This is an optimization exercise on Yosys and OpenROAD, whose aim is small area, a short achievable clock period and few clock cycles, not a production implementation.
RTL that was checked went through simulation tests only; none was proved equivalent to the original.
No functional check of the RTL was part of run 5.
Power figures rest on the tool's default switching activity, not on a simulated workload.

[design/flow/config.mk]
export PLATFORM = sky130hd
export DESIGN_NAME = insertion_sort_engine
export DESIGN_NICKNAME = insertion_sort_engine
export VERILOG_FILES = /design/flow/design.v
export SDC_FILE = /design/flow/constraint.sdc
export NUM_CORES = 4
export LEC_CHECK = 0
export CAP_MARGIN = 20
export CORE_MARGIN = 2
export CORE_UTILIZATION = 70
export CTS_BUF_LIST = sky130_fd_sc_hd__clkbuf_16
export CTS_CLUSTER_DIAMETER = 80
export CTS_CLUSTER_SIZE = 24
export SETUP_SLACK_MARGIN = 2.3
export SLEW_MARGIN = 20
[design/flow/constraint.sdc]
create_clock -name core_clock -period 4.5 [get_ports {clock}]
set_input_delay 0.9000 -clock core_clock [delete_from_list [all_inputs] [get_ports {clock}]]
set_output_delay 0.9000 -clock core_clock [all_outputs]
set_load 0.01 [all_outputs]
[design/flow/design.v]
package ise_pkg;
   typedef struct packed {
      logic insert;    
      logic close;     
   } cell_ctrl_type;
   localparam logic [1:0] ST_EMPTY = 2'b00;
   localparam logic [1:0] ST_OPEN  = 2'b01;
endpackage
module ise_cell #(
   parameter int VALUE_WIDTH = 16,
   parameter bit INVERTED    = 1'b0    
) (
   input  logic                          clock,
   input  logic                          reset,
   input  ise_pkg::cell_ctrl_type        ctrl,
   input  logic signed [VALUE_WIDTH-1:0] new_value,
   input  logic                          new_par,
   input  logic                          new_c,
   input  logic signed [VALUE_WIDTH-1:0] next_value,
   input  logic signed [VALUE_WIDTH-1:0] right_value,    
   input  logic [1:0]                    right_state,
   input  logic                          right_c,
   input  logic                          right_stay,
   output logic signed [VALUE_WIDTH-1:0] value,          
   output logic [1:0]                    state,
   output logic                          c,
   output logic                          stay,
   output logic [1:0]                    state_next
);
   function automatic logic greater(input logic [VALUE_WIDTH-1:0] a, input logic [VALUE_WIDTH-1:0] b);
      logic [VALUE_WIDTH-1:0] g, e;    
      g = {~a[VALUE_WIDTH-1] & b[VALUE_WIDTH-1], a[VALUE_WIDTH-2:0] & ~b[VALUE_WIDTH-2:0]};
      e = {~a[VALUE_WIDTH-1] | b[VALUE_WIDTH-1], a[VALUE_WIDTH-2:0] | ~b[VALUE_WIDTH-2:0]};
      for (int w = 1; w < VALUE_WIDTH; w = w * 2) begin
         for (int k = 0; k + w < VALUE_WIDTH; k = k + 2 * w) begin
            g[k] = g[k + w] | (e[k + w] & g[k]);
            e[k] = e[k + w] & e[k];
         end
      end
      greater = g[0];
   endfunction
   logic signed [VALUE_WIDTH-1:0] value_ff, value_in;
   logic [1:0]                    state_ff, state_src, state_in;
   logic                          g_ff, g_in;
   logic take_self, take_new, take_right;
   assign stay  = state_ff == ise_pkg::ST_OPEN && (!ctrl.insert || g_ff);
   assign c     = greater(value_ff ^ {VALUE_WIDTH{INVERTED}}, next_value);
   assign value = value_ff;
   assign state = state_ff;
   assign state_next = state_in;
   assign take_self  = stay;
   assign take_new   = !stay && right_stay;
   assign take_right = !stay && !right_stay;
   always_comb begin
      value_in  = ({VALUE_WIDTH{take_self}}  & value_ff)
                | ({VALUE_WIDTH{take_new}}   & (new_value ^ {VALUE_WIDTH{INVERTED}}))
                | ({VALUE_WIDTH{take_right}} & ~right_value);
      state_src = ({2{take_self}}  & state_ff)
                | ({2{take_new}}   & (ctrl.insert ? ise_pkg::ST_OPEN : ise_pkg::ST_EMPTY))
                | ({2{take_right}} & right_state);
      g_in      = (take_self & c) | (take_new & new_c) | (take_right & right_c);
      state_in  = (ctrl.close && state_src == ise_pkg::ST_OPEN) ? {1'b1, new_par} : state_src;
   end
   always_ff @(posedge clock) begin
      value_ff <= value_in;
      g_ff     <= g_in;
      if (reset) begin
         state_ff <= ise_pkg::ST_EMPTY;
      end else begin
         state_ff <= state_in;
      end
   end
endmodule
module insertion_sort_engine #(
   parameter int DEPTH       = 32,
   parameter int VALUE_WIDTH = 16
) (
   input  logic                          clock,
   input  logic                          reset,
   input  logic                          start,
   output logic                          busy,
   input  logic signed [VALUE_WIDTH-1:0] req_value,
   input  logic                          req_last,
   output logic                          rsp_strobe,
   output logic signed [VALUE_WIDTH-1:0] rsp_value_res,
   output logic                          rsp_last_res,
   output logic                          rsp_dropped
);
   logic signed [VALUE_WIDTH-1:0] value_w [DEPTH];
   logic [1:0]                    state_w [DEPTH];
   logic [1:0]                    state_next_w [DEPTH];
   logic [DEPTH-1:0]              c_w;
   logic [DEPTH-1:0]              stay_w;
   logic                          rx_valid_ff;
   logic signed [VALUE_WIDTH-1:0] rx_value_ff;
   logic                          rx_last_ff;
   logic                          nx_valid_ff;
   logic signed [VALUE_WIDTH-1:0] nx_value_ff;
   logic                          nx_last_ff;
   logic                          in_valid_ff;
   logic signed [VALUE_WIDTH-1:0] in_value_ff;
   logic          insert_ff;                 
   logic          close_ff;                  
   logic [5:0]    count_ff;                  
   logic          full;
   logic          full_next;
   logic          par_ff;                    
   logic          ovf_open_ff;               
   logic          ovf_head_ff;               
   logic          new_c_ff;                  
   logic          head_out_ff;               
   logic          head_last_ff;              
   ise_pkg::cell_ctrl_type ctrl;
   assign full      = count_ff == DEPTH;
   assign full_next = !ctrl.close && (full || (count_ff == DEPTH - 1 && ctrl.insert));
   assign ctrl.insert = insert_ff;
   assign ctrl.close  = close_ff;
   function automatic logic greater(input logic [VALUE_WIDTH-1:0] a, input logic [VALUE_WIDTH-1:0] b);
      logic [VALUE_WIDTH-1:0] g, e;
      g = {~a[VALUE_WIDTH-1] & b[VALUE_WIDTH-1], a[VALUE_WIDTH-2:0] & ~b[VALUE_WIDTH-2:0]};
      e = {~a[VALUE_WIDTH-1] | b[VALUE_WIDTH-1], a[VALUE_WIDTH-2:0] | ~b[VALUE_WIDTH-2:0]};
      for (int w = 1; w < VALUE_WIDTH; w = w * 2) begin
         for (int k = 0; k + w < VALUE_WIDTH; k = k + 2 * w) begin
            g[k] = g[k + w] | (e[k + w] & g[k]);
            e[k] = e[k + w] & e[k];
         end
      end
      greater = g[0];
   endfunction
   for (genvar i = 0; i < DEPTH; i++) begin : g_cell
      logic signed [VALUE_WIDTH-1:0] right_value;
      logic [1:0]                    right_state;
      logic                          right_c;
      logic                          right_stay;
      if (i == DEPTH - 1) begin : g_tail
         assign right_value = '0;    
         assign right_state = ise_pkg::ST_EMPTY;
         assign right_c     = 1'b0;
         assign right_stay  = 1'b1;
      end else begin : g_inner
         assign right_value = value_w[i+1];
         assign right_state = state_w[i+1];
         assign right_c     = c_w[i+1];
         assign right_stay  = stay_w[i+1];
      end
      ise_cell #(
         .VALUE_WIDTH (VALUE_WIDTH),
         .INVERTED    (i % 2 == 1)
      ) u_cell (
         .clock       (clock),
         .reset       (reset),
         .ctrl        (ctrl),
         .new_value   (in_value_ff),
         .new_par     (par_ff),
         .new_c       (new_c_ff),
         .next_value  (nx_value_ff),
         .right_value (right_value),
         .right_state (right_state),
         .right_c     (right_c),
         .right_stay  (right_stay),
         .value       (value_w[i]),
         .state       (state_w[i]),
         .c           (c_w[i]),
         .stay        (stay_w[i]),
         .state_next  (state_next_w[i])
      );
   end
   always_ff @(posedge clock) begin
      rx_value_ff  <= req_value;
      rx_last_ff   <= req_last;
      nx_value_ff  <= rx_value_ff;
      nx_last_ff   <= rx_last_ff;
      in_value_ff  <= nx_value_ff;
      new_c_ff     <= greater(nx_value_ff, rx_value_ff);
      head_last_ff <= state_next_w[1] != state_next_w[0];
      if (reset) begin
         rx_valid_ff <= 1'b0;
         nx_valid_ff <= 1'b0;
         in_valid_ff <= 1'b0;
         insert_ff   <= 1'b0;
         close_ff    <= 1'b0;
         count_ff    <= '0;
         head_out_ff <= 1'b0;
         par_ff      <= 1'b0;
         ovf_open_ff <= 1'b0;
         ovf_head_ff <= 1'b0;
      end else begin
         rx_valid_ff <= start;
         nx_valid_ff <= rx_valid_ff;
         in_valid_ff <= nx_valid_ff;
         insert_ff   <= nx_valid_ff && !full_next;
         close_ff    <= nx_valid_ff && nx_last_ff;
         head_out_ff <= state_next_w[0][1];
         if (ctrl.close) begin
            count_ff <= '0;
         end else if (ctrl.insert) begin
            count_ff <= count_ff + 1'b1;
         end
         if (ctrl.close) begin
            par_ff      <= !par_ff;
            ovf_open_ff <= 1'b0;
         end else if (in_valid_ff && full) begin
            ovf_open_ff <= 1'b1;
         end
         if (ctrl.close && (ovf_open_ff || full)) begin
            ovf_head_ff <= 1'b1;
         end else if (head_out_ff && head_last_ff) begin
            ovf_head_ff <= 1'b0;
         end
      end
   end
   assign busy          = 1'b0;
   assign rsp_strobe    = head_out_ff;
   assign rsp_value_res = value_w[0];
   assign rsp_last_res  = head_last_ff;
   assign rsp_dropped   = ovf_head_ff;
endmodule
[design/flow/run.sh]
#!/bin/bash
# synth_recipe.tcl (not shown) runs the flow's synth.tcl, then flattens the netlist and writes it again
# the make line also repeats each setting of config.mk as NAME=value (left out here)
make -C /OpenROAD-flow-scripts/flow DESIGN_CONFIG=/design/flow/config.mk WORK_HOME=/design/flow/orfs CLKGATE_MAP_FILE= SYNTH_SCRIPT=/design/flow/synth_recipe.tcl finish
==> reports/summary.log, run 1 <==
[place] Routability Congestion 0.9218
[grt] global-route wire length before repair 165000 µm
[logic_synthesis] cell type with the highest aggregate area in the netlist dfxtp_1
[timing] total negative setup slack 0 ns
[logic_synthesis] Synth Cell Area 33000 µm²
[route] WL/cell 21.28 µm
[timing] total of endpoints with negative setup slack in the final report 0
[grt] via count of the first global-routing pass 30.03k
[setup_path] data arrival time of the critical path 3.17 ns
[setup_path] number of buffer and inverter stages on the critical path 1
[status] result of the run timing/DRC/antenna clean
[die] x dimension of the die 221.1 µm
[logic_synthesis] post-synth top area share 0.3992
[cts] insertion delay of the later-clocked pin in the worst-skew pair 0.61 ns
[setup_path] CP max-delay cell dfxtp_4
[setup_path] CP Cell Sequence bufbuf_16 > o31ai_2 > a21oi_1 > a221oi_2 > o21ai_1 > o211ai_1 > a41oi_2 > or3_4 > mux2_2 > mux2i_1
[route] count of unresolved DRC violations after routing 0
[cts] clock transition at the registers of the reported paths 0.10 ns
[cts] CTS Sinks 674
[die] overall die area 48890 µm²
[logic_synthesis] part of the Yosys area used for sequential elements 0.4137
[pwr] power density relative to cell area 364.1 nW/µm²
[timing] setup repair after global routing missed its margin true
[logic_synthesis] number of enable flip-flop cells after synthesis 16
[place] placed cell count 4940
[logic_synthesis] share of async-settable or async-resettable flops after synthesis 0
[timing] shortest period the worst path allows 2.642 ns
[die] Core Region 46560 µm²
[logic_synthesis] register bit total from synthesis 674
[logic_synthesis] Netlist cell types 68
[grt] grt total ovfl 0
[cells_and_area] share of the core filled with cells in the final layout 0.7940
[die] io pins 40
[route] first-pass iteration count of the detailed router 10
[cts] buffer cell driving the clock tree root clkbuf_16
[route] Total Routed Length 108900 µm
[cts] number of H-tree levels 2
[route] Initial DRC Count 5379
[route] vias 34.17k
[setup_path] CP delay by family, top compound AO/OA/AOI/OAI gates
[logic_synthesis] most used flip-flop cell after synthesis dfxtp_1
[setup_path] CP required 5.03 ns
[pwr] leakage component of the power 15.76 nW
[setup_path] highest fanout seen on the critical path 11
[timing] Clock Skews 0.02620 ns
[worst_hold_path] Hold/Removal Path Class flip-flop to flip-flop
[cells_and_area] number of standard cells in the layout, taps in and fillers out 5115
[timing] peak clock frequency supported by timing 378.5 MHz
[grt] number of antenna violations at the first check in global routing 0
[cells_and_area] fraction of layout cells with a size suffix above 1 0.1096
[timing] Final Cycle Share 0.5871
[place] I/O Buffers 38
[timing] final-report max-slew violation count 0
[logic_synthesis] Mapped Cells 4620
[setup_path] critical path start-end classification flip-flop to flip-flop
[logic_synthesis] YS warnings 6
[cells_and_area] Area growth, synth to finish 12.02%
[pwr] maximum resistive drop on vdd 0.4622 mV
[logic_synthesis] commonest cells in the synthesized netlist nand2_1, o21ai_0, a21oi_1
[cells_and_area] number of nets at the end of the flow 4514
[die] die outline height 221.1 µm
[setup_path] R2R setup slack 1.86 ns
[timing] Final Hold Fails 0
[cts] number of clock buffers inserted by TritonCTS 36
[grt] largest net degree at the start of global routing 72
[cells_and_area] final-layout fill cell count 3402
[logic_synthesis] synth top area cells dfxtp_1, o21ai_0, a21oi_1
[route] via density per instance 6.681
[die] Initial Utilization 0.7088
[timing] worst slew slack as a fraction of its limit 0.3354
[setup_path] crit-path max cell delay 0.39 ns
[route] post-route antenna net violation count 0
[cts] clock tree from TritonCTS yes
[timing] Slew @ Worst Pin 0.9967 ns
[logic_synthesis] net count after synthesis 4642
[cts] number of buffers inserted for hold repair after clock tree synthesis 0
[cts] maximum number of buffers from clock root to sink 3
[logic_synthesis] Avg Inst Size Synth 7.143 µm²
[timing] worst hold slack after final layout 0.3509 ns
[die] Site Rows 79
[setup_path] startpoint types flip-flop
[grt] overall fraction of global-route tracks in use 0.4156
[flow_run] Max Cap Violations 0
[pwr] Power, Total 0.01346 W
[place] Post-DP HPWL 66360 µm
[setup_path] critical path endpoint category flip-flop
[logic_synthesis] cell with the most instances after synthesis nand2_1
==> cell usage in the layout, fill, tap and decap left out, drive strengths merged, types with 6 or more instances in the layout <==
| cell type | netlist | final |
|---|---|---|
| mux2 | 7 | 7 |
| nor2 | 572 | 572 |
| a221o | 7 | 7 |
| clkdlybuf4s50 | 0 | 18 |
| dfxtp | 658 | 658 |
| a221oi | 23 | 23 |
| o221ai | 32 | 32 |
| or2 | 8 | 8 |
| clkinvlp | 0 | 14 |
| inv | 151 | 153 |
| o22ai | 79 | 79 |
| clkinv | 4 | 7 |
| buf | 40 | 188 |
| edfxtp | 16 | 16 |
| o211ai | 121 | 121 |
| nor2b | 13 | 13 |
| a311oi | 6 | 6 |
| clkdlybuf4s15 | 0 | 6 |
| maj3 | 39 | 39 |
| a31oi | 24 | 24 |
| dlygate4sd2 | 0 | 12 |
| nor3 | 25 | 25 |
| mux2i | 12 | 12 |
| clkbuf | 361 | 39 |
| a22oi | 42 | 42 |
| nand2b | 24 | 24 |
| a21o | 16 | 16 |
| a2bb2oi | 20 | 20 |
| a22o | 12 | 12 |
| nand3 | 21 | 21 |
| a211oi | 16 | 16 |
| o2bb2ai | 8 | 8 |
| o21ai | 716 | 717 |
| a222oi | 48 | 48 |
| o31ai | 13 | 13 |
| nand2 | 734 | 734 |
| o21a | 12 | 12 |
| a21oi | 673 | 673 |
==> stage by stage <==
step,area (µm²),setup WS [ns]
floorplan,33040,2.303
finish,36970,1.858
detailed placement,33230,1.247
global route,36960,1.869
CTS,35920,1.990
global placement,33230,1.312
==> layout make-up <==
cell class,count,area [µm²],share of cell area
repair buffers,229,2435,0.06587
repair inverters,4,27.53,0.0007447
diodes,1,2.502,0.00006770
multi-input cells,3392,18340,0.4960
flip-flops and latches,674,13720,0.3711
clock inverters,16,133.9,0.003622
inverters,155,629.4,0.01703
clock buffers,37,925.9,0.02505
well taps,607,759.5,0.02055
==> metal layers <==
metal / wire (µm) / share of wire / global-route usage
met2: 47280 / 0.43 / 0.6381
met4: 5613 / 0.052 / 0.1903
met1: 42090 / 0.39 / 0.5782
met3: 13880 / 0.13 / 0.06493
met5: 0 / 0 / 0
==> where the power goes <==
part | switching, W | internal, W | leakage [nW]
Sequential | 0.000713 | 0.00659 | 5.69
Clock | 0.00210 | 0.00158 | 0.541
Combinational | 0.00138 | 0.00110 | 9.52
==> worst register-to-register path: cells and delay by family, from the launching register on <==
family	cells	cell delay, ns
DFF	1	0.39
buffers and inverters	1	0.30
AOI/OAI and AO/OA	6	1.11
and+or+nand+nor	1	0.36
muxes	2	0.41
==> logic make-up after synthesis <==
| family | synth area share |
|---|---|
| and+or+nand+nor | 0.1704 |
| other | 0.0001136 |
| DFF | 0.4137 |
| adders and majority gates | 0.01274 |
| AOI/OAI and AO/OA | 0.3318 |
| xor gates and xnor gates | 0.001327 |
| muxes | 0.006029 |
| buffers and inverters | 0.06389 |
==> path summary, 6_finish.rpt <==
check,to,startpoint,depth (start not counted)
min reg2reg,nx_last_ff,rx_last_ff,0
max reg2reg,g_cell[4].u_cell.g_ff,nx_value_ff[0],10
max,g_cell[4].u_cell.g_ff,nx_value_ff[0],10
min,nx_last_ff,rx_last_ff,0
==> sequential cells by signal (all words and copies together) (netlist names), named ones only <==
register and cells:
in_valid_ff 1, rx_value_ff 16, rx_last_ff 1, insert_ff 1, par_ff 1, rx_valid_ff 1
new_c_ff 1, g_cell.u_cell.g_ff 32, ovf_head_ff 1, nx_last_ff 1, head_out_ff 1, g_cell.u_cell.state_ff 63
head_last_ff 1, nx_value_ff 16, nx_valid_ff 1, ovf_open_ff 1, in_value_ff 16, count_ff 6
g_cell.u_cell.value_ff 496, close_ff 1
==> timing repair <==
action                                  CTS  global route
resized for setup                       267           171
setup buffers                            74            31
cloned                                   12             4
endpoints found under the setup margin  592           304
pin swaps                                66           158
Testbench counts, summed over its fixed seeds: cycles 6,595.
==> inputs of run 2 (changes only) <==
--- a/design/flow/config.mk
+++ b/design/flow/config.mk
@@ -6,7 +6,8 @@
 export NUM_CORES = 4
 export LEC_CHECK = 0
+export ABC_AREA = 1
 export CAP_MARGIN = 20
 export CORE_MARGIN = 2
-export CORE_UTILIZATION = 70
+export CORE_UTILIZATION = 60
 export CTS_BUF_LIST = sky130_fd_sc_hd__clkbuf_16
 export CTS_CLUSTER_DIAMETER = 80
==> reports/summary.log, run 2 <==
[status] result of the run timing/DRC/antenna clean
[cells_and_area] sequential cell area in the final layout 13710 µm²
[cells_and_area] Area growth, synth to finish 8.455%
[setup_path] CP max-delay cell dfxtp_4
[die] io pins 40
[logic_synthesis] part of the Yosys area used for sequential elements 0.4052
[cells_and_area] highest-count cells in the layout ignoring fill and taps nand2_1, dfxtp_1, inv_1
[grt] global-route wire length before repair 193700 µm
[timing] peak clock frequency supported by timing 457.6 MHz
[setup_path] path depth of the worst reg2reg path 12
[cells_and_area] final-layout fill cell count 5122
[die] x dimension of the die 241.0 µm
[setup_path] CP delay by family, top flip-flops
[cells_and_area] register name with the most flops g_cell.u_cell.value_ff
[logic_synthesis] cell type with the highest aggregate area in the netlist dfxtp_1
[timing] Slew @ Worst Pin 1.189 ns
[worst_hold_path] Hold/Removal Path Class flip-flop to flip-flop
[flow_run] Max Cap Violations 0
[setup_path] CP required 3.60 ns
[logic_synthesis] Synth Cell Area 33690 µm²
[cts] number of H-tree levels 2
[die] overall die area 58070 µm²
[cells_and_area] leading cell type in the layout, fill and taps excluded nand2_1
[cts] number of clock buffers inserted by TritonCTS 37
[route] post-route antenna net violation count 0
[cts] insertion delay of the later-clocked pin in the worst-skew pair 0.61 ns
[timing] fin worst setup slack 2.315 ns
[logic_synthesis] number of enable flip-flop cells after synthesis 16
[logic_synthesis] most used flip-flop cell after synthesis dfxtp_1
[worst_hold_path] hold path start rx_last_ff
[place] Post-DP HPWL 80060 µm
[route] Initial DRC Count 3861
[route] WL/cell 23.39 µm
[cts] clock tree from TritonCTS yes
[setup_path] critical path endpoint category output port
[route] first-pass iteration count of the detailed router 8
[grt] overall fraction of global-route tracks in use 0.4495
[timing] final-report max-slew violation count 0
[timing] Final Cycle Share 0.4856
[cells_and_area] fraction of layout cells with a size suffix above 1 0.07535
[route] via density per instance 6.126
[route] count of unresolved DRC violations after routing 0
[logic_synthesis] net count after synthesis 4999
[timing] shortest period the worst path allows 2.185 ns
[logic_synthesis] commonest cells in the synthesized netlist nand2_1, dfxtp_1, inv_1
[grt] largest net degree at the start of global routing 60
[setup_path] critical register-to-register path startpoint nx_value_ff[10]
[pwr] maximum resistive drop on vdd 0.3714 mV
[pwr] leakage component of the power 15.94 nW
[setup_path] crit-path max cell delay 0.44 ns
[setup_path] R2R setup slack 2.38 ns
[timing] total negative setup slack 0 ns
[setup_path] critical path start-end classification flip-flop to output port
[place] dpl ws 1.642 ns
[cells_and_area] Largest register FFs 496
[place] Routability Congestion 0.9053
[grt] via count of the first global-routing pass 30.55k
[timing] total of endpoints with negative setup slack in the final report 0
[pwr] power density relative to cell area 357.9 nW/µm²
[setup_path] CP Cell Sequence clkdlybuf4s15_2
[die] Core Region 55310 µm²
[grt] grt total ovfl 0
[setup_path] data arrival time of the critical path 1.29 ns
[setup_path] highest fanout seen on the critical path 2
[logic_synthesis] cell with the most instances after synthesis nand2_1
[cells_and_area] number of nets at the end of the flow 4951
[worst_hold_path] worst hold path stage count 0
[cts] buffer cell driving the clock tree root clkbuf_16
[route] vias 34.92k
[setup_path] RR Endpoint g_cell[7].u_cell.g_ff
[cells_and_area] area of the multi-input gates 16870 µm²
[timing] Final Hold Fails 0
[die] Site Rows 86
[cts] clock transition at the registers of the reported paths 0.09 ns
[logic_synthesis] Netlist cell types 39
[worst_hold_path] Worst Hold Endpoint nx_last_ff
[logic_synthesis] register bit total from synthesis 674
[logic_synthesis] YS warnings 6
[logic_synthesis] Mapped Cells 4977
[die] die outline height 241.0 µm
[cts] CTS Sinks 674
[place] I/O Buffers 38
[setup_path] number of buffer and inverter stages on the critical path 1
[timing] setup repair after global routing missed its margin true
[timing] worst slew slack as a fraction of its limit 0.2025
[cts] maximum number of buffers from clock root to sink 3
[grt] number of antenna violations at the first check in global routing 3
[logic_synthesis] post-synth top area share 0.3909
[timing] Clock Skews 0.02002 ns
[logic_synthesis] share of async-settable or async-resettable flops after synthesis 0
[setup_path] startpoint types flip-flop
[logic_synthesis] Avg Inst Size Synth 6.770 µm²
[route] Total Routed Length 133300 µm
[die] Initial Utilization 0.6092
[logic_synthesis] synth top area cells dfxtp_1, nand2_1, o221ai_1
[cells_and_area] Largest regs g_cell.u_cell.value_ff x496, g_cell.u_cell.state_ff x63, g_cell.u_cell.g_ff x32
[run 2: how the worst max path moves through the flow]
stage / startpoint / to / slack (ns) / cells after the start
after CTS: g_cell[0].u_cell.value_ff[12] / rsp_value_res[12] / 2.30 / 1
after detailed placement: insert_ff / g_cell[30].u_cell.state_ff[0] / 1.64 / 10
after global placement: insert_ff / g_cell[11].u_cell.value_ff[3] / 1.69 / 7
after global routing: insert_ff / g_cell[0].u_cell.g_ff / 2.30 / 7
final: g_cell[0].u_cell.value_ff[11] / rsp_value_res[11] / 2.31 / 1
after floorplan: reset / g_cell[16].u_cell.state_ff[0] / 2.78 / 5
[run 2: metal layers]
layer,vias up,part of all wire,wire [µm],global-route usage
met1,15860,0.36,47990,0.5501
met4,2,0.096,12840,0.3528
met2,2145,0.42,55920,0.6814
met3,623,0.12,16540,0.1063
met5,-,0.000098,13,0
li1,16290,-,-,-
[run 2: stage by stage]
step | hold slack, ns | instances | power, W | cell area (µm²) | util
2_1_floorplan | 0.3096 | 4977 | 0.008436 | 33690 | -
3_3_place_gp | 0.3110 | 5551 | 0.009277 | 34360 | 0.6212
3_5_place_dp | 0.3193 | 5551 | 0.009300 | 34360 | 0.6212
4_1_cts | 0.3388 | 5623 | 0.01295 | 35770 | 0.6467
5_1_grt | 0.3522 | 5698 | 0.01351 | 36540 | 0.6606
6_report | 0.3406 | 5700 | 0.01308 | 36540 | 0.6607
[run 2: cell families (layout without fill, tap and decap cells)]
family	count (synthesis)	count (layout)	share of synthesized area
AO/OA/AOI/OAI	999	999	0.2083
XOR/XNOR	1	1	0.0002600
adder cells (fa/ha/maj)	2	2	0.0007425
buffers and inverters	863	833	0.1003
flip-flops	674	674	0.4052
other	1	3	0.0001113
AND/OR/NAND/NOR	2437	2440	0.2851
[run 2: worst reg2reg max path, cell delays in order (launching register included)]
cell        delay (ns)
dfxtp_2           0.35
buf_12            0.29
clkinvlp_4        0.18
buf_4             0.21
buf_4             0.26
o21ai_0           0.21
nor2_1            0.06
nand2_1           0.11
nor2_1            0.05
nor2_1            0.10
nand2_1           0.07
nand2_1           0.07
nand3_1           0.07
[run 2: cell type report]
class | instances | share of cell area
repair buffers | 187 | 0.04523
well taps | 748 | 0.02561
clock buffers | 37 | 0.02534
clock inverters | 23 | 0.004691
flip-flops and latches | 674 | 0.3753
inverters | 586 | 0.06204
multi-input cells | 3443 | 0.4617
diodes | 2 | 0.0001370
[run 2: report_power, final]
group	internal, W	switching (W)	leakage [nW]
registers	0.00655	0.000626	5.70
logic	0.000749	0.00138	9.71
clock network	0.00160	0.00218	0.538
[run 2: what timing repair did]
action / CTS / global route
gates cloned: 1 / 2
buffers inserted: 11 / 73
hold buffers: 0 / 0
setup endpoints to repair: 486 / 453
pin swaps: 4 / 19
resized for setup: 106 / 53
==> inputs of run 3 (changes only) <==
--- a/design/flow/config.mk
+++ b/design/flow/config.mk
@@ -13,4 +13,4 @@
 export CTS_CLUSTER_DIAMETER = 80
 export CTS_CLUSTER_SIZE = 24
-export SETUP_SLACK_MARGIN = 2.3
+export SETUP_SLACK_MARGIN = 2.45
 export SLEW_MARGIN = 20
==> reports/summary.log, run 3 <==
[cells_and_area] register name with the most flops g_cell.u_cell.value_ff
[cts] maximum number of buffers from clock root to sink 3
[logic_synthesis] Mapped Cells 4977
[flow_run] Max Cap Violations 0
[pwr] maximum resistive drop on vdd 0.3671 mV
[route] first-pass iteration count of the detailed router 8
[setup_path] data arrival time of the critical path 1.21 ns
[die] Initial Utilization 0.6092
[pwr] leakage component of the power 16.20 nW
[grt] via count of the first global-routing pass 30.98k
[route] via density per instance 6.168
[setup_path] critical path endpoint category output port
[timing] worst slew slack as a fraction of its limit 0.1896
[route] Initial DRC Count 3995
[logic_synthesis] number of enable flip-flop cells after synthesis 16
[setup_path] number of buffer and inverter stages on the critical path 1
[die] Core Region 55310 µm²
[route] post-route antenna net violation count 0
[die] io pins 40
[timing] shortest period the worst path allows 2.112 ns
[cells_and_area] final design area excluding fillers 37110 µm²
[cells_and_area] fraction of layout cells with a size suffix above 1 0.08594
[logic_synthesis] Synth Cell Area 33690 µm²
[grt] overall fraction of global-route tracks in use 0.4528
[pwr] Power, Total 0.01314 W
[setup_path] startpoint types flip-flop
[timing] Final Cycle Share 0.4694
[cts] number of H-tree levels 2
[logic_synthesis] synth top area cells dfxtp_1, nand2_1, o221ai_1
[logic_synthesis] synthesized-area fraction occupied by ao, oa, aoi and oai cells 0.2083
[cts] number of clock buffers inserted by TritonCTS 37
[timing] setup repair after global routing missed its margin true
[route] Total Routed Length 136400 µm
[cells_and_area] Largest regs g_cell.u_cell.value_ff x496, g_cell.u_cell.state_ff x63, g_cell.u_cell.g_ff x32
[logic_synthesis] Synth Area in XOR/XNOR 0.0002599
[grt] number of antenna violations at the first check in global routing 3
[timing] total of endpoints with negative setup slack in the final report 0
[cts] clock transition at the registers of the reported paths 0.09 ns
[die] overall die area 58070 µm²
[logic_synthesis] net count after synthesis 4999
[logic_synthesis] register bit total from synthesis 674
[route] count of unresolved DRC violations after routing 0
[timing] final-report max-slew violation count 0
[logic_synthesis] adder-cell area share of the yosys netlist 0.0007427
[place] I/O Buffers 38
[timing] Slew @ Worst Pin 1.208 ns
[grt] largest net degree at the start of global routing 60
[logic_synthesis] cell type with the highest aggregate area in the netlist dfxtp_1
[place] post-detailed-placement cell area 34360 µm²
[grt] grt total ovfl 0
[cts] CTS Sinks 674
[cts] insertion delay of the later-clocked pin in the worst-skew pair 0.62 ns
[cells_and_area] number of nets at the end of the flow 4981
[logic_synthesis] most used flip-flop cell after synthesis dfxtp_1
[setup_path] critical path start-end classification flip-flop to output port
[logic_synthesis] commonest cells in the synthesized netlist nand2_1, dfxtp_1, inv_1
[die] x dimension of the die 241.0 µm
[cells_and_area] Area growth, synth to finish 10.14%
[logic_synthesis] YS warnings 6
[logic_synthesis] multiplexer share of the synthesized area 0
[setup_path] highest fanout seen on the critical path 2
[logic_synthesis] dominant combinational cell family by area after synthesis simple AND/OR/NAND/NOR gates
[route] WL/cell 23.80 µm
[die] die outline height 241.0 µm
[timing] peak clock frequency supported by timing 473.4 MHz
[setup_path] CP delay by family, top flip-flops
[cts] clock tree from TritonCTS yes
[logic_synthesis] cell with the most instances after synthesis nand2_1
[cells_and_area] final-layout fill cell count 5014
[setup_path] crit-path max cell delay 0.46 ns
[cells_and_area] highest-count cells in the layout ignoring fill and taps nand2_1, dfxtp_1, inv_1
[setup_path] CP required 3.60 ns
[worst_hold_path] Hold/Removal Path Class flip-flop to flip-flop
[logic_synthesis] simple-gate area share of the yosys netlist 0.2851
[status] result of the run timing/DRC/antenna clean
[logic_synthesis] Avg Inst Size Synth 6.770 µm²
[timing] Clock Skews 0.02482 ns
[cts] number of buffers inserted for hold repair after clock tree synthesis 0
[grt] global-route wire length before repair 195000 µm
[route] vias 35.36k
[logic_synthesis] post-synth top area share 0.3909
[cts] buffer cell driving the clock tree root clkbuf_16
[timing] total negative setup slack 0 ns
[setup_path] CP Cell Sequence buf_6
[timing] Final Hold Fails 0
[logic_synthesis] share of async-settable or async-resettable flops after synthesis 0
[place] Routability Congestion 0.9053
[logic_synthesis] part of the Yosys area used for sequential elements 0.4052
[cells_and_area] leading cell type in the layout, fill and taps excluded nand2_1
[logic_synthesis] Netlist cell types 39
[pwr] power density relative to cell area 353.9 nW/µm²
[place] Post-DP HPWL 80060 µm
[cells_and_area] Largest register FFs 496
[die] Site Rows 86
[setup_path] CP max-delay cell dfxtp_4
-- run 3: area by class of cell --
cell class,instances,area [µm²],share of cell area
multi-input cells,3440,16910,0.4556
flip-flops and latches,674,13730,0.3700
inverters,586,2273,0.06126
repair buffers,220,2153,0.05802
well taps,748,935.9,0.02522
clock buffers,37,925.9,0.02495
clock inverters,23,171.4,0.004619
diodes,5,12.51,0.0003371
-- run 3: worst paths after layout --
path | start | end | slack, ns | cells after the start
worst max register to register | nx_value_ff[12] | new_c_ff | 2.42 | 7
worst max-delay path | g_cell[0].u_cell.value_ff[14] | rsp_value_res[14] | 2.39 | 1
worst min register to register | rx_last_ff | nx_last_ff | 0.34 | 0
worst min-delay path | rx_last_ff | nx_last_ff | 0.34 | 0
-- run 3: routing by layer --
layer  track usage  vias up  wire (µm)
met5             0        -          0
met4        0.3479        0      12850
met3        0.1079      654      17640
met2        0.6931     2232      57730
met1        0.5509    16120      48220
li1              -    16350          -
-- run 3: what timing repair did --
| item | 4_1_cts | 5_1_grt |
|---|---|---|
| pin swaps | 18 | 13 |
| cloned | 0 | 2 |
| setup buffers | 66 | 49 |
| gates resized for setup | 190 | 61 |
| endpoints found under the setup margin | 607 | 368 |
-- run 3: logic make-up (layout without fill, tap and decap cells) --
kind of cell | Yosys count | count (layout)
AO/OA/AOI/OAI | 999 | 999
AND/OR/NAND/NOR | 2437 | 2437
XOR/XNOR | 1 | 1
other | 1 | 6
buffers and inverters | 863 | 866
flip-flops | 674 | 674
adder cells (fa/ha/maj) | 2 | 2
-- run 3: power breakdown --
group / internal [W] / leakage [nW] / switching (W)
logic: 0.000772 / 9.96 / 0.00141
registers: 0.00655 / 5.70 / 0.000634
clock network: 0.00160 / 0.538 / 0.00218
-- run 3: through the flow --
stage | hold WS (ns) | cells | setup slack [ns] | utilization
2_1_floorplan | 0.3096 | 4977 | 2.776 | -
3_3_place_gp | 0.3110 | 5551 | 1.686 | 0.6212
3_5_place_dp | 0.3193 | 5551 | 1.642 | 0.6212
4_1_cts | 0.3388 | 5677 | 2.425 | 0.6572
5_1_grt | 0.3522 | 5728 | 2.387 | 0.6708
6_report | 0.3388 | 5733 | 2.388 | 0.6710
==> inputs of run 4 (changes only) <==
--- a/design/flow/config.mk
+++ b/design/flow/config.mk
@@ -13,4 +13,4 @@
 export CTS_CLUSTER_DIAMETER = 80
 export CTS_CLUSTER_SIZE = 24
-export SETUP_SLACK_MARGIN = 2.45
+export SETUP_SLACK_MARGIN = 2.6
 export SLEW_MARGIN = 20
==> reports/summary.log, run 4 <==
[route] post-route antenna net violation count 0
[die] x dimension of the die 241.0 µm
[logic_synthesis] register bit total from synthesis 674
[place] post-detailed-placement cell area 34360 µm²
[cells_and_area] number of nets at the end of the flow 5048
[setup_path] path depth of the worst reg2reg path 7
[logic_synthesis] part of the Yosys area used for sequential elements 0.4052
[grt] largest net degree at the start of global routing 60
[pwr] power density relative to cell area 347.0 nW/µm²
[route] vias 35.64k
[setup_path] highest fanout seen on the critical path 2
[logic_synthesis] YS warnings 6
[setup_path] critical path start-end classification flip-flop to output port
[cells_and_area] fraction of layout cells with a size suffix above 1 0.09947
[logic_synthesis] net count after synthesis 4999
[worst_hold_path] worst hold path stage count 0
[pwr] maximum resistive drop on vdd 0.3674 mV
[setup_path] startpoint types flip-flop
[cts] number of H-tree levels 2
[logic_synthesis] cell with the most instances after synthesis nand2_1
[logic_synthesis] Synth Cell Area 33690 µm²
[route] Total Routed Length 140200 µm
[setup_path] CP Cell Sequence buf_6
[die] Initial Utilization 0.6092
[logic_synthesis] cell type with the highest aggregate area in the netlist dfxtp_1
[logic_synthesis] commonest cells in the synthesized netlist nand2_1, dfxtp_1, inv_1
[grt] number of antenna violations at the first check in global routing 4
[timing] shortest period the worst path allows 2.116 ns
[cells_and_area] final-layout fill cell count 4894
[timing] total negative setup slack 0 ns
[timing] setup repair after global routing missed its margin true
[die] Core Region 55310 µm²
[route] WL/cell 24.16 µm
[setup_path] critical path endpoint category output port
[route] Initial DRC Count 4329
[logic_synthesis] share of async-settable or async-resettable flops after synthesis 0
[status] result of the run timing/DRC/antenna clean
[die] overall die area 58070 µm²
[logic_synthesis] Mapped Cells 4977
[timing] worst slew slack as a fraction of its limit 0.1806
[setup_path] R2R setup slack 2.54 ns
[die] io pins 40
[timing] Final Hold Fails 0
[setup_path] crit-path max cell delay 0.47 ns
[logic_synthesis] Netlist cell types 39
[cts] clock transition at the registers of the reported paths 0.09 ns
[cells_and_area] Largest regs g_cell.u_cell.value_ff x496, g_cell.u_cell.state_ff x63, g_cell.u_cell.g_ff x32
[timing] worst hold slack after final layout 0.3403 ns
[cells_and_area] sequential cell area in the final layout 13740 µm²
[place] Post-DP HPWL 80060 µm
[timing] total of endpoints with negative setup slack in the final report 0
[cells_and_area] area of the multi-input gates 16940 µm²
[setup_path] data arrival time of the critical path 1.22 ns
[grt] via count of the first global-routing pass 31.51k
[timing] final-report max-slew violation count 0
[logic_synthesis] Avg Inst Size Synth 6.770 µm²
[logic_synthesis] number of enable flip-flop cells after synthesis 16
[setup_path] CP delay by family, top flip-flops
[timing] Slew @ Worst Pin 1.222 ns
[grt] overall fraction of global-route tracks in use 0.4651
[setup_path] number of buffer and inverter stages on the critical path 1
[cts] insertion delay of the later-clocked pin in the worst-skew pair 0.62 ns
[cts] buffer cell driving the clock tree root clkbuf_16
[route] count of unresolved DRC violations after routing 0
[place] Routability Congestion 0.9053
[setup_path] CP max-delay cell dfxtp_4
[cts] maximum number of buffers from clock root to sink 3
[cts] CTS Sinks 674
[pwr] Power, Total 0.01322 W
[grt] grt total ovfl 0
[cells_and_area] leading cell type in the layout, fill and taps excluded nand2_1
[route] via density per instance 6.142
[setup_path] critical register-to-register path startpoint nx_value_ff[12]
[setup_path] CP required 3.60 ns
[cells_and_area] final design area excluding fillers 38100 µm²
[die] Site Rows 86
[setup_path] RR Endpoint new_c_ff
[logic_synthesis] synth top area cells dfxtp_1, nand2_1, o221ai_1
[grt] global-route wire length before repair 199800 µm
[route] first-pass iteration count of the detailed router 8
[flow_run] Max Cap Violations 0
[timing] Clock Skews 0.02176 ns
[logic_synthesis] most used flip-flop cell after synthesis dfxtp_1
[cells_and_area] Area growth, synth to finish 13.09%
[timing] peak clock frequency supported by timing 472.6 MHz
[pwr] leakage component of the power 16.67 nW
[timing] Final Cycle Share 0.4702
[cells_and_area] highest-count cells in the layout ignoring fill and taps nand2_1, dfxtp_1, inv_1
[cells_and_area] register name with the most flops g_cell.u_cell.value_ff
[worst_hold_path] Worst Hold Endpoint nx_last_ff
[worst_hold_path] Hold/Removal Path Class flip-flop to flip-flop
[cts] number of clock buffers inserted by TritonCTS 37
[die] die outline height 241.0 µm
[cells_and_area] Largest register FFs 496
[logic_synthesis] post-synth top area share 0.3909
[cts] clock tree from TritonCTS yes
[place] I/O Buffers 38
[worst_hold_path] hold path start rx_last_ff
==> run 4: cell types whose count changed in the layout (fill, tap and decap cells not counted), sizes merged <==
| cell | before | now |
|---|---|---|
| clkbuf | 40 | 44 |
| buf | 199 | 259 |
| bufbuf | 0 | 2 |
| inv | 566 | 562 |
| diode | 5 | 7 |
| clkinv | 27 | 29 |
| clkinvlp | 15 | 18 |
==> run 4: power by group <==
part	switching, W	total [W]	internal [W]	leakage (nW)
Combinational	0.00144	0.00226	0.000817	10.4
Sequential	0.000627	0.00717	0.00655	5.70
Clock	0.00219	0.00379	0.00160	0.538
Total	0.00426	0.0132	0.00896	16.7
==> run 4: layer usage <==
| metal | routed length [µm] | track usage | vias up |
|---|---|---|---|
| met3 | 17890 | 0.1318 | 690 |
| met1 | 49730 | 0.5546 | 16170 |
| li1 | - | - | 16500 |
| met5 | 42 | 0 | - |
| met2 | 58560 | 0.6944 | 2265 |
| met4 | 13980 | 0.3898 | 6 |
==> run 4: timing repair <==
action / in CTS / in global routing
pin swaps: 28 / 16
hold buffers: 0 / 0
resized for setup: 250 / 66
endpoints found under the setup margin: 620 / 445
gates cloned: 2 / 6
buffers inserted: 104 / 72
==> run 4: area by class of cell <==
cell class              count  area share
inverters                 586     0.06068
clock inverters            23    0.004499
clock buffers              37     0.02430
well taps                 748     0.02456
repair buffers            286     0.08009
repair inverters            1   0.0002955
flip-flops and latches    674      0.3605
diodes                      7   0.0004597
multi-input cells        3440      0.4446
==> run 4: worst max path at each step <==
| stage | end | startpoint | depth (start not counted) | slack (ns) |
|---|---|---|---|---|
| CTS | rsp_value_res[10] | g_cell[0].u_cell.value_ff[10] | 1 | 2.43 |
| floorplan | g_cell[16].u_cell.state_ff[0] | reset | 5 | 2.78 |
| finish | rsp_value_res[10] | g_cell[0].u_cell.value_ff[10] | 1 | 2.38 |
| detailed placement | g_cell[30].u_cell.state_ff[0] | insert_ff | 10 | 1.64 |
| global route | rsp_value_res[10] | g_cell[0].u_cell.value_ff[10] | 1 | 2.39 |
| global placement | g_cell[11].u_cell.value_ff[3] | insert_ff | 7 | 1.69 |
==> run 4: kinds of logic after synthesis <==
group	Yosys count	synth area share
other cells	1	0.0001113
simple gates	2437	0.2851
compound gates	999	0.2083
fa+ha+maj	2	0.0007425
buf+inv	863	0.1003
xor+xnor	1	0.0002600
flops	674	0.4052
==> run 4: through the flow <==
stage                     instances  utilization  setup WS (ns)
after floorplan                4977            -          2.776
after global placement         5551       0.6212          1.686
after detailed placement       5551       0.6212          1.642
after CTS                      5717       0.6691          2.425
after global routing           5795       0.6886          2.393
final                          5802       0.6889          2.384
==> inputs of run 5 (changes only) <==
--- a/design/flow/design.v
+++ b/design/flow/design.v
@@ -97,4 +97,5 @@
    logic                          nx_valid_ff;
    logic signed [VALUE_WIDTH-1:0] nx_value_ff;
+   logic signed [VALUE_WIDTH-1:0] nx_value_n_ff;    
    logic                          nx_last_ff;
    logic                          in_valid_ff;
@@ -154,5 +155,5 @@
          .new_par     (par_ff),
          .new_c       (new_c_ff),
-         .next_value  (nx_value_ff),
+         .next_value  (i < DEPTH / 2 ? nx_value_ff : ~nx_value_n_ff),
          .right_value (right_value),
          .right_state (right_state),
@@ -170,4 +171,5 @@
       rx_last_ff   <= req_last;
       nx_value_ff  <= rx_value_ff;
+      nx_value_n_ff <= ~rx_value_ff;
       nx_last_ff   <= rx_last_ff;
       in_value_ff  <= nx_value_ff;
--- a/design/flow/config.mk
+++ b/design/flow/config.mk
@@ -6,5 +6,4 @@
 export NUM_CORES = 4
 export LEC_CHECK = 0
-export ABC_AREA = 1
 export CAP_MARGIN = 20
 export CORE_MARGIN = 2
@@ -13,4 +12,4 @@
 export CTS_CLUSTER_DIAMETER = 80
 export CTS_CLUSTER_SIZE = 24
-export SETUP_SLACK_MARGIN = 2.6
+export SETUP_SLACK_MARGIN = 2.3
 export SLEW_MARGIN = 20
==> reports/summary.log, run 5 <==
[worst_hold_path] hold path start rx_last_ff
[logic_synthesis] most used flip-flop cell after synthesis dfxtp_1
[route] Total Routed Length 102600 µm
[die] Core Region 56170 µm²
[setup_path] critical path start-end classification flip-flop to flip-flop
[cells_and_area] Largest regs g_cell.u_cell.value_ff x496, g_cell.u_cell.state_ff x63, g_cell.u_cell.g_ff x32
[cts] clock tree from TritonCTS yes
[logic_synthesis] Avg Inst Size Synth 7.273 µm²
[setup_path] critical register-to-register path startpoint nx_value_ff[7]
[die] die outline height 241.8 µm
[die] Site Rows 87
[grt] number of antenna violations at the first check in global routing 0
[grt] grt total ovfl 0
[timing] total of endpoints with negative setup slack in the final report 0
[cells_and_area] sequential cell area in the final layout 14090 µm²
[pwr] power density relative to cell area 366.8 nW/µm²
[cts] clock transition at the registers of the reported paths 0.10 ns
[pwr] maximum resistive drop on vdd 0.3413 mV
[timing] Final Hold Fails 0
[place] placed cell count 5144
[timing] Slew @ Worst Pin 0.8981 ns
[cells_and_area] Largest register FFs 496
[setup_path] CP max-delay cell dfxtp_4
[setup_path] startpoint types flip-flop
[setup_path] CP required 4.99 ns
[route] via density per instance 6.093
[logic_synthesis] Mapped Cells 4665
[cts] CTS Sinks 690
[logic_synthesis] number of enable flip-flop cells after synthesis 16
[timing] worst hold slack after final layout 0.3428 ns
[timing] total negative setup slack 0 ns
[flow_run] Max Cap Violations 0
[die] overall die area 58460 µm²
[logic_synthesis] cell with the most instances after synthesis nand2_1
[cells_and_area] share of the core filled with cells in the final layout 0.6672
[logic_synthesis] net count after synthesis 4687
[cells_and_area] number of antenna cells inserted 0
[route] Initial DRC Count 2984
[cells_and_area] fraction of layout cells with a size suffix above 1 0.08590
[pwr] leakage component of the power 16.12 nW
[cts] maximum number of buffers from clock root to sink 3
[cells_and_area] number of standard cells in the layout, taps in and fillers out 5296
[logic_synthesis] YS warnings 6
[logic_synthesis] Synth Cell Area 33930 µm²
[route] post-route antenna net violation count 0
[place] Post-DP HPWL 69790 µm
[setup_path] source of the critical timing path nx_value_ff[7]
[place] I/O Buffers 38
[cts] number of buffers inserted for hold repair after clock tree synthesis 0
[timing] final-report max-slew violation count 0
[place] post-detailed-placement cell area 34300 µm²
[cells_and_area] final design area excluding fillers 37470 µm²
[logic_synthesis] post-synth top area share 0.3977
[worst_hold_path] Hold/Removal Path Class flip-flop to flip-flop
[status] result of the run timing/DRC/antenna clean
[logic_synthesis] cell type with the highest aggregate area in the netlist dfxtp_1
[route] first-pass iteration count of the detailed router 8
[logic_synthesis] commonest cells in the synthesized netlist nand2_1, dfxtp_1, o21ai_0
[cells_and_area] leading cell type in the layout, fill and taps excluded nand2_1
[logic_synthesis] share of async-settable or async-resettable flops after synthesis 0
[logic_synthesis] register bit total from synthesis 690
[setup_path] critical path endpoint category flip-flop
[timing] setup repair after global routing missed its margin true
[logic_synthesis] synth top area cells dfxtp_1, o21ai_0, a21oi_1
[place] Routability Congestion 0.8920
[grt] global-route wire length before repair 159300 µm
[die] Initial Utilization 0.6040
[route] count of unresolved DRC violations after routing 0
[logic_synthesis] part of the Yosys area used for sequential elements 0.4119
[timing] Clock Skews 0.02996 ns
[setup_path] crit-path max cell delay 0.40 ns
[cells_and_area] area of the multi-input gates 18160 µm²
[cells_and_area] register name with the most flops g_cell.u_cell.value_ff
[cts] insertion delay of the later-clocked pin in the worst-skew pair 0.61 ns
[logic_synthesis] Netlist cell types 74
[cts] number of H-tree levels 2
[cells_and_area] number of nets at the end of the flow 4541
[cts] buffer cell driving the clock tree root clkbuf_16
[timing] worst slew slack as a fraction of its limit 0.4004
[timing] Final Cycle Share 0.5092
[route] vias 32.27k
[setup_path] CP Cell Sequence buf_6 > nor2_4 > a221o_1 > a221o_1 > a31oi_1 > o211ai_1 > buf_4 > mux2_4 > mux2_4
[route] WL/cell 19.37 µm
[setup_path] highest fanout seen on the critical path 4
[grt] overall fraction of global-route tracks in use 0.3339
[die] x dimension of the die 241.8 µm
[cts] number of clock buffers inserted by TritonCTS 37
[setup_path] data arrival time of the critical path 2.78 ns
[timing] shortest period the worst path allows 2.291 ns
[die] io pins 40
[timing] peak clock frequency supported by timing 436.4 MHz
[cells_and_area] highest-count cells in the layout ignoring fill and taps nand2_1, dfxtp_1, o21ai_0
[cells_and_area] Area growth, synth to finish 10.46%
[grt] largest net degree at the start of global routing 74
[cells_and_area] final-layout fill cell count 5112
[grt] via count of the first global-routing pass 28.86k
## run 5: worst paths after layout
kind                            cells past startpoint                     to  slack [ns]
worst min register to register                      0             nx_last_ff        0.34
worst max-delay path                                9  g_cell[7].u_cell.g_ff        2.21
worst min-delay path                                0             nx_last_ff        0.34
worst max register to register                      9  g_cell[7].u_cell.g_ff        2.21
## run 5: what timing repair did
action / in CTS / in global routing
setup buffers: 44 / 36
endpoints found under the setup margin: 54 / 206
gates resized for setup: 224 / 98
pin swaps: 38 / 52
gates cloned: 4 / 8
## run 5: logic make-up after synthesis
kind of cell | after synthesis | synth area share
and+or+nand+nor | 1430 | 0.1684
adders and majority gates | 37 | 0.01129
muxes | 13 | 0.004057
AOI/OAI and AO/OA | 1873 | 0.3328
xor gates and xnor gates | 4 | 0.001033
DFF | 690 | 0.4119
other | 1 | 0.0001105
buffers and inverters | 617 | 0.07040
## run 5: worst max-delay path, delay by kind of cell (launching register included)
family | cells | cell delay (ns)
AOI/OAI and AO/OA | 4 | 0.87
muxes | 2 | 0.52
DFF | 1 | 0.40
buffers and inverters | 2 | 0.32
and+or+nand+nor | 1 | 0.05
## run 5: per-layer routing
layer | up-vias | routed length (µm) | part of all wire | global-route usage
met1 | 14890 | 43510 | 0.42 | 0.4327
met3 | 204 | 5439 | 0.053 | 0.02608
met5 | - | 0 | 0 | 0
met2 | 1027 | 48560 | 0.47 | 0.5647
li1 | 16150 | - | - | -
met4 | 0 | 5050 | 0.049 | 0.1625
## run 5: final cells by class
cell class              instances  share of cell area
clock buffers                  38             0.02537
multi-input cells            3358              0.4845
flip-flops and latches        690              0.3759
inverters                     229             0.02454
repair buffers                203             0.05819
well taps                     756             0.02524
clock inverters                22            0.006277
## run 5: through the flow
| stage | power [W] | worst slack, ns |
|---|---|---|
| 2_1_floorplan | 0.008823 | 2.515 |
| 3_3_place_gp | 0.009555 | 1.525 |
| 3_5_place_dp | 0.009581 | 1.534 |
| 4_1_cts | 0.01363 | 2.258 |
| 5_1_grt | 0.01434 | 2.136 |
| 6_report | 0.01375 | 2.209 |
## run 5: where the power goes
group	switching [W]	leakage (nW)	internal (W)	total [W]
clock network	0.00217	0.609	0.00180	0.00398
registers	0.000697	5.84	0.00674	0.00744
logic	0.00129	9.67	0.00104	0.00233
total	0.00416	16.1	0.00959	0.0137
==> inputs of run 6 (changes only) <==
--- a/design/flow/design.v
+++ b/design/flow/design.v
@@ -92,10 +92,6 @@
    logic [DEPTH-1:0]              c_w;
    logic [DEPTH-1:0]              stay_w;
-   logic                          rx_valid_ff;
-   logic signed [VALUE_WIDTH-1:0] rx_value_ff;
-   logic                          rx_last_ff;
    logic                          nx_valid_ff;
    logic signed [VALUE_WIDTH-1:0] nx_value_ff;
-   logic signed [VALUE_WIDTH-1:0] nx_value_n_ff;    
    logic                          nx_last_ff;
    logic                          in_valid_ff;
@@ -155,5 +151,5 @@
          .new_par     (par_ff),
          .new_c       (new_c_ff),
-         .next_value  (i < DEPTH / 2 ? nx_value_ff : ~nx_value_n_ff),
+         .next_value  (nx_value_ff),
          .right_value (right_value),
          .right_state (right_state),
@@ -168,14 +164,10 @@
    end
    always_ff @(posedge clock) begin
-      rx_value_ff  <= req_value;
-      rx_last_ff   <= req_last;
-      nx_value_ff  <= rx_value_ff;
-      nx_value_n_ff <= ~rx_value_ff;
-      nx_last_ff   <= rx_last_ff;
+      nx_value_ff  <= req_value;
+      nx_last_ff   <= req_last;
       in_value_ff  <= nx_value_ff;
-      new_c_ff     <= greater(nx_value_ff, rx_value_ff);
+      new_c_ff     <= greater(nx_value_ff, req_value);
       head_last_ff <= state_next_w[1] != state_next_w[0];
       if (reset) begin
-         rx_valid_ff <= 1'b0;
          nx_valid_ff <= 1'b0;
          in_valid_ff <= 1'b0;
@@ -188,6 +180,5 @@
          ovf_head_ff <= 1'b0;
       end else begin
-         rx_valid_ff <= start;
-         nx_valid_ff <= rx_valid_ff;
+         nx_valid_ff <= start;
          in_valid_ff <= nx_valid_ff;
          insert_ff   <= nx_valid_ff && !full_next;
--- a/design/flow/config.mk
+++ b/design/flow/config.mk
@@ -6,4 +6,5 @@
 export NUM_CORES = 4
 export LEC_CHECK = 0
+export ABC_AREA = 1
 export CAP_MARGIN = 20
 export CORE_MARGIN = 2
@@ -12,4 +13,4 @@
 export CTS_CLUSTER_DIAMETER = 80
 export CTS_CLUSTER_SIZE = 24
-export SETUP_SLACK_MARGIN = 2.3
+export SETUP_SLACK_MARGIN = 2.45
 export SLEW_MARGIN = 20
==> reports/summary.log, run 6 <==
[route] Total Routed Length 127100 µm
[setup_path] data arrival time of the critical path 1.15 ns
[setup_path] number of buffer and inverter stages on the critical path 1
[route] post-route antenna net violation count 0
[cells_and_area] final-layout fill cell count 4988
[place] post-detailed-placement cell area 33980 µm²
[cts] number of H-tree levels 2
[logic_synthesis] register bit total from synthesis 656
[cts] clock tree from TritonCTS yes
[setup_path] CP delay by family, top flip-flops
[logic_synthesis] part of the Yosys area used for sequential elements 0.3998
[logic_synthesis] commonest cells in the synthesized netlist nand2_1, dfxtp_1, inv_1
[grt] largest net degree at the start of global routing 60
[route] via density per instance 6.044
[cts] maximum number of buffers from clock root to sink 3
[logic_synthesis] cell with the most instances after synthesis nand2_1
[pwr] maximum resistive drop on vdd 0.3565 mV
[flow_run] Max Cap Violations 0
[die] die outline height 239.4 µm
[worst_hold_path] Hold/Removal Path Class flip-flop to flip-flop
[logic_synthesis] net count after synthesis 4946
[status] result of the run timing/DRC/antenna clean
[logic_synthesis] most used flip-flop cell after synthesis dfxtp_1
[timing] Slew @ Worst Pin 1.211 ns
[logic_synthesis] number of enable flip-flop cells after synthesis 16
[timing] worst slew slack as a fraction of its limit 0.1874
[timing] setup repair after global routing missed its margin true
[route] WL/cell 22.33 µm
[cells_and_area] leading cell type in the layout, fill and taps excluded nand2_1
[cells_and_area] highest-count cells in the layout ignoring fill and taps nand2_1, dfxtp_1, inv_1
[grt] via count of the first global-routing pass 29.01k
[setup_path] CP required 3.60 ns
[cells_and_area] number of nets at the end of the flow 4942
[die] Core Region 54990 µm²
[cts] number of buffers inserted for hold repair after clock tree synthesis 0
[route] vias 34.42k
[timing] Final Hold Fails 0
[die] x dimension of the die 239.4 µm
[grt] number of antenna violations at the first check in global routing 0
[timing] total negative setup slack 0 ns
[logic_synthesis] cell type with the highest aggregate area in the netlist dfxtp_1
[logic_synthesis] Mapped Cells 4924
[cells_and_area] final design area excluding fillers 36590 µm²
[setup_path] highest fanout seen on the critical path 2
[timing] worst hold slack after final layout 0.4716 ns
[logic_synthesis] Netlist cell types 36
[cts] clock transition at the registers of the reported paths 0.10 ns
[logic_synthesis] share of async-settable or async-resettable flops after synthesis 0
[cts] buffer cell driving the clock tree root clkbuf_16
[grt] grt total ovfl 0
[route] Initial DRC Count 4664
[timing] final-report max-slew violation count 0
[timing] shortest period the worst path allows 2.046 ns
[timing] total of endpoints with negative setup slack in the final report 0
[cts] CTS Sinks 656
[place] Routability Congestion 0.9196
[cts] number of clock buffers inserted by TritonCTS 37
[setup_path] critical path endpoint category output port
[pwr] power density relative to cell area 375.1 nW/µm²
[place] Post-DP HPWL 76180 µm
[route] first-pass iteration count of the detailed router 8
[logic_synthesis] synth top area cells dfxtp_1, nand2_1, o221ai_1
[cells_and_area] Area growth, synth to finish 10.04%
[grt] global-route wire length before repair 182300 µm
[place] dpl ws 1.444 ns
[grt] overall fraction of global-route tracks in use 0.4275
[die] io pins 40
[logic_synthesis] Synth Cell Area 33250 µm²
[setup_path] CP Cell Sequence buf_2
[die] Initial Utilization 0.6047
[setup_path] critical path start-end classification flip-flop to output port
[cells_and_area] Largest register FFs 496
[timing] peak clock frequency supported by timing 488.7 MHz
[die] Site Rows 86
[die] overall die area 57310 µm²
[place] I/O Buffers 38
[timing] fin worst setup slack 2.454 ns
[cts] insertion delay of the later-clocked pin in the worst-skew pair 0.61 ns
[setup_path] CP max-delay cell dfxtp_4
[logic_synthesis] YS warnings 6
[cells_and_area] Largest regs g_cell.u_cell.value_ff x496, g_cell.u_cell.state_ff x63, g_cell.u_cell.g_ff x32
[pwr] leakage component of the power 16.13 nW
[timing] Clock Skews 0.02828 ns
[route] count of unresolved DRC violations after routing 0
[cells_and_area] fraction of layout cells with a size suffix above 1 0.09065
[timing] Final Cycle Share 0.4547
[cells_and_area] share of the core filled with cells in the final layout 0.6654
[setup_path] crit-path max cell delay 0.41 ns
[logic_synthesis] post-synth top area share 0.3854
[cells_and_area] register name with the most flops g_cell.u_cell.value_ff
[setup_path] startpoint types flip-flop
[logic_synthesis] Avg Inst Size Synth 6.752 µm²
-- run 6: cell count changes after synthesis, sizes merged, moves of 93 or more --
cell and delta:
nand3 +180, o21ai -337, a21oi -458, nand2 +985
nor2 -93, inv +360, clkbuf -128, o221ai +336
-- run 6: cells by family (layout without fill, tap and decap cells) --
kind of cell | Yosys count | after routing | share of synthesized area
compound gates | 1003 | 1003 | 0.2145
xor+xnor | 1 | 1 | 0.0002635
fa+ha+maj | 2 | 2 | 0.0007526
buf+inv | 867 | 884 | 0.1010
flops | 656 | 656 | 0.3998
other cells | 1 | 6 | 0.0001128
simple gates | 2394 | 2395 | 0.2836
-- run 6: what timing repair did --
| action | in CTS | in global routing |
|---|---|---|
| gates cloned | 1 | 2 |
| endpoints found under the setup margin | 621 | 210 |
| buffers inserted | 87 | 33 |
| resized for setup | 169 | 43 |
| pin swaps | 20 | 8 |
-- run 6: worst paths after layout --
kind / slack (ns) / endpoint / from / cells after the start
setup / recovery: 2.45 / rsp_value_res[3] / g_cell[0].u_cell.value_ff[3] / 1
hold / removal: 0.47 / g_cell[3].u_cell.value_ff[7] / g_cell[4].u_cell.value_ff[7] / 1
setup reg to reg: 2.45 / g_cell[17].u_cell.value_ff[0] / in_value_ff[0] / 4
hold reg to reg: 0.47 / g_cell[3].u_cell.value_ff[7] / g_cell[4].u_cell.value_ff[7] / 1
-- run 6: stage by stage --
stage / total power [W] / instances
6_report: 0.01372 / 5695
5_1_grt: 0.01421 / 5690
4_1_cts: 0.01354 / 5654
3_5_place_dp: 0.009747 / 5505
3_3_place_gp: 0.009706 / 5504
2_1_floorplan: 0.008829 / 4924
-- run 6: final cells by class --
| class | instances | area [µm²] | area share |
|---|---|---|---|
| antenna | 5 | 12.51 | 0.0003420 |
| inverter | 596 | 2296 | 0.06276 |
| sequential | 656 | 13360 | 0.3653 |
| clock buffer | 37 | 925.9 | 0.02531 |
| timing repair inverter | 1 | 8.758 | 0.0002394 |
| clock inverter | 24 | 241.5 | 0.006601 |
| multi-input combinational | 3402 | 16780 | 0.4588 |
| timing repair buffer | 226 | 2016 | 0.05510 |
| tap | 748 | 935.9 | 0.02558 |
-- run 6: where the power goes --
part / leakage (nW) / internal (W) / switching (W)
clock: 0.595 / 0.00177 / 0.00215
sequential: 5.54 / 0.00654 / 0.000710
combinational: 9.99 / 0.000941 / 0.00161
total: 16.1 / 0.00925 / 0.00447
-- run 6: metal layers --
layer  part of all wire  GRT usage  wire (µm)  vias to the layer above
li1                   -          -          -                    16280
met1               0.41     0.6147      52290                    15700
met2               0.39     0.5985      49240                     2131
met3               0.15     0.1111      19140                      306
met4              0.051     0.1875       6476                        0
met5                  0          0          0                        -
Testbench counts of run 6, summed over its fixed seeds: cycles 6,587.
==> inputs of run 7 (changes only) <==
--- a/design/flow/design.v
+++ b/design/flow/design.v
@@ -26,5 +26,6 @@
    output logic                          c,
    output logic                          stay,
-   output logic [1:0]                    state_next
+   output logic [1:0]                    state_next,
+   output logic signed [VALUE_WIDTH-1:0] value_next       
 );
    function automatic logic greater(input logic [VALUE_WIDTH-1:0] a, input logic [VALUE_WIDTH-1:0] b);
@@ -49,4 +50,5 @@
    assign state = state_ff;
    assign state_next = state_in;
+   assign value_next = value_in;
    assign take_self  = stay;
    assign take_new   = !stay && right_stay;
@@ -90,4 +92,5 @@
    logic [1:0]                    state_w [DEPTH];
    logic [1:0]                    state_next_w [DEPTH];
+   logic signed [VALUE_WIDTH-1:0] value_next_w [DEPTH];
    logic [DEPTH-1:0]              c_w;
    logic [DEPTH-1:0]              stay_w;
@@ -108,4 +111,5 @@
    logic          head_out_ff;               
    logic          head_last_ff;              
+   logic signed [VALUE_WIDTH-1:0] head_value_ff;    
    ise_pkg::cell_ctrl_type ctrl;
    assign full      = count_ff == DEPTH;
@@ -160,5 +164,6 @@
          .c           (c_w[i]),
          .stay        (stay_w[i]),
-         .state_next  (state_next_w[i])
+         .state_next  (state_next_w[i]),
+         .value_next  (value_next_w[i])
       );
    end
@@ -176,4 +181,5 @@
          count_ff    <= '0;
          head_out_ff <= 1'b0;
+         head_value_ff <= '0;
          par_ff      <= 1'b0;
          ovf_open_ff <= 1'b0;
@@ -185,4 +191,5 @@
          close_ff    <= nx_valid_ff && nx_last_ff;
          head_out_ff <= state_next_w[0][1];
+         head_value_ff <= value_next_w[0];    
          if (ctrl.close) begin
             count_ff <= '0;
@@ -205,5 +212,5 @@
    assign busy          = 1'b0;
    assign rsp_strobe    = head_out_ff;
-   assign rsp_value_res = value_w[0];
+   assign rsp_value_res = head_value_ff;
    assign rsp_last_res  = head_last_ff;
    assign rsp_dropped   = ovf_head_ff;
--- a/design/flow/config.mk
+++ b/design/flow/config.mk
@@ -13,4 +13,4 @@
 export CTS_CLUSTER_DIAMETER = 80
 export CTS_CLUSTER_SIZE = 24
-export SETUP_SLACK_MARGIN = 2.45
+export SETUP_SLACK_MARGIN = 2.55
 export SLEW_MARGIN = 20
==> reports/summary.log, run 7 <==
[route] first-pass iteration count of the detailed router 8
[pwr] leakage component of the power 16.80 nW
[cts] clock transition at the registers of the reported paths 0.10 ns
[cells_and_area] Largest regs g_cell.u_cell.value_ff x496, g_cell.u_cell.state_ff x63, g_cell.u_cell.g_ff x32
[setup_path] critical path endpoint category output port
[cells_and_area] Area growth, synth to finish 11.69%
[setup_path] crit-path max cell delay 0.40 ns
[place] Post-DP HPWL 79730 µm
[logic_synthesis] simple-gate area share of the yosys netlist 0.2894
[logic_synthesis] Netlist cell types 37
[timing] worst slew slack as a fraction of its limit 0.3148
[route] via density per instance 6.044
[logic_synthesis] adder-cell area share of the yosys netlist 0.0007374
[grt] largest net degree at the start of global routing 53
[timing] shortest period the worst path allows 2.011 ns
[timing] Final Cycle Share 0.4470
[route] Total Routed Length 136200 µm
[place] Routability Congestion 0.9208
[logic_synthesis] part of the Yosys area used for sequential elements 0.4011
[grt] overall fraction of global-route tracks in use 0.4502
[cells_and_area] highest-count cells in the layout ignoring fill and taps nand2_1, dfxtp_1, inv_1
[cts] insertion delay of the later-clocked pin in the worst-skew pair 0.61 ns
[setup_path] number of buffer and inverter stages on the critical path 1
[die] io pins 40
[cells_and_area] fraction of layout cells with a size suffix above 1 0.09714
[logic_synthesis] synth top area cells dfxtp_1, nand2_1, o221ai_1
[timing] final-report max-slew violation count 0
[logic_synthesis] share of async-settable or async-resettable flops after synthesis 0
[pwr] Power, Total 0.01413 W
[setup_path] critical register-to-register path startpoint in_value_ff[6]
[die] x dimension of the die 241.8 µm
[route] vias 35.25k
[logic_synthesis] synthesized-area fraction occupied by ao, oa, aoi and oai cells 0.2067
[grt] via count of the first global-routing pass 31.71k
[logic_synthesis] dominant combinational cell family by area after synthesis simple AND/OR/NAND/NOR gates
[timing] setup repair after global routing missed its margin true
[setup_path] data arrival time of the critical path 1.11 ns
[cts] number of buffers inserted for hold repair after clock tree synthesis 0
[cts] number of clock buffers inserted by TritonCTS 37
[route] count of unresolved DRC violations after routing 0
[logic_synthesis] cell with the most instances after synthesis nand2_1
[logic_synthesis] multiplexer share of the synthesized area 0
[cells_and_area] register name with the most flops g_cell.u_cell.value_ff
[die] Initial Utilization 0.6042
[cts] CTS Sinks 672
[logic_synthesis] Synth Cell Area 33940 µm²
[timing] total negative setup slack 0 ns
[timing] Final Hold Fails 0
[die] Site Rows 87
[setup_path] CP Cell Sequence buf_6
[cts] number of H-tree levels 2
[logic_synthesis] cell type with the highest aggregate area in the netlist dfxtp_1
[worst_hold_path] hold path start nx_valid_ff
[logic_synthesis] net count after synthesis 5037
[die] Core Region 56170 µm²
[timing] worst hold slack after final layout 0.4286 ns
[flow_run] Max Cap Violations 0
[cells_and_area] Largest register FFs 496
[status] result of the run timing/DRC/antenna clean
[setup_path] CP delay by family, top flip-flops
[route] WL/cell 23.35 µm
[timing] total of endpoints with negative setup slack in the final report 0
[logic_synthesis] Mapped Cells 5015
[cts] maximum number of buffers from clock root to sink 3
[worst_hold_path] Hold/Removal Path Class flip-flop to flip-flop
[setup_path] CP max-delay cell dfxtp_4
[die] overall die area 58480 µm²
[route] post-route antenna net violation count 0
[logic_synthesis] Avg Inst Size Synth 6.767 µm²
[setup_path] critical path start-end classification flip-flop to output port
[setup_path] highest fanout seen on the critical path 1
## run 7: cell families after synthesis
family	count (synthesis)
fa+ha+maj	2
buf+inv	876
simple gates	2479
flops	672
xor+xnor	1
other cells	1
compound gates	984
## run 7: repair_timing
| item | 4_1_cts | 5_1_grt |
|---|---|---|
| setup endpoints to repair | 643 | 309 |
| gates cloned | 2 | 0 |
| buffers inserted | 142 | 31 |
| resized for setup | 179 | 54 |
| pin swaps | 40 | 2 |
## run 7: cell type report
class	instances	area, µm²
Fill cell	5087	18260
Multi-Input combinational cell	3468	17040
Sequential cell	672	13690
Timing Repair Buffer	275	2666
Inverter	600	2310
Tap cell	756	945.9
Clock buffer	37	925.9
Clock inverter	22	315.3
Timing Repair inverter	1	7.507
Antenna cell	1	2.502
## run 7: worst register-to-register path, stage by stage, from the launching register on
cell,delay (ns)
dfxtp_4,0.70
clkinv_2,0.45
buf_4,0.40
o221ai_1,0.27
nand2_1,0.09
inv_1,0.06
## run 7: power breakdown
part	internal, W	leakage [nW]	switching (W)
Sequential	0.00668	5.68	0.000713
Combinational	0.000951	10.5	0.00166
Clock	0.00194	0.618	0.00218
## run 7: per-stage QoR
step | instances | util | cell area, µm² | worst slack (ns)
final | 5832 | 0.6748 | 37910 | 2.489
after detailed placement | 5597 | 0.6158 | 34590 | 1.544
after CTS | 5800 | 0.6666 | 37440 | 2.429
after global routing | 5831 | 0.6748 | 37900 | 2.481
after global placement | 5596 | 0.6153 | 34560 | 1.599
after floorplan | 5015 | - | 33940 | 2.751
## run 7: final timing paths
kind / slack (ns) / cells past startpoint / end
worst min-delay path: 0.43 / 2 / close_ff
worst max-delay path: 2.49 / 1 / rsp_value_res[0]
worst min register to register: 0.43 / 2 / close_ff
worst max register to register: 2.50 / 5 / head_value_ff[6]
## run 7: per-layer routing
metal	track usage	routed length, µm
met1	0.5799	51390
met2	0.6783	57590
met3	0.1174	18270
met4	0.2707	8919
met5	0	13
Testbench counts of run 7, summed over its fixed seeds: cycles 6,587.

Setup slack of run 7, layout unchanged: 2.489 ns with ideal ports, 2.425 ns with driving cells assumed (clock clkbuf_16, inputs buf_2), 2.036 ns with port delays also shifted by the 0.663 ns mid clock arrival.
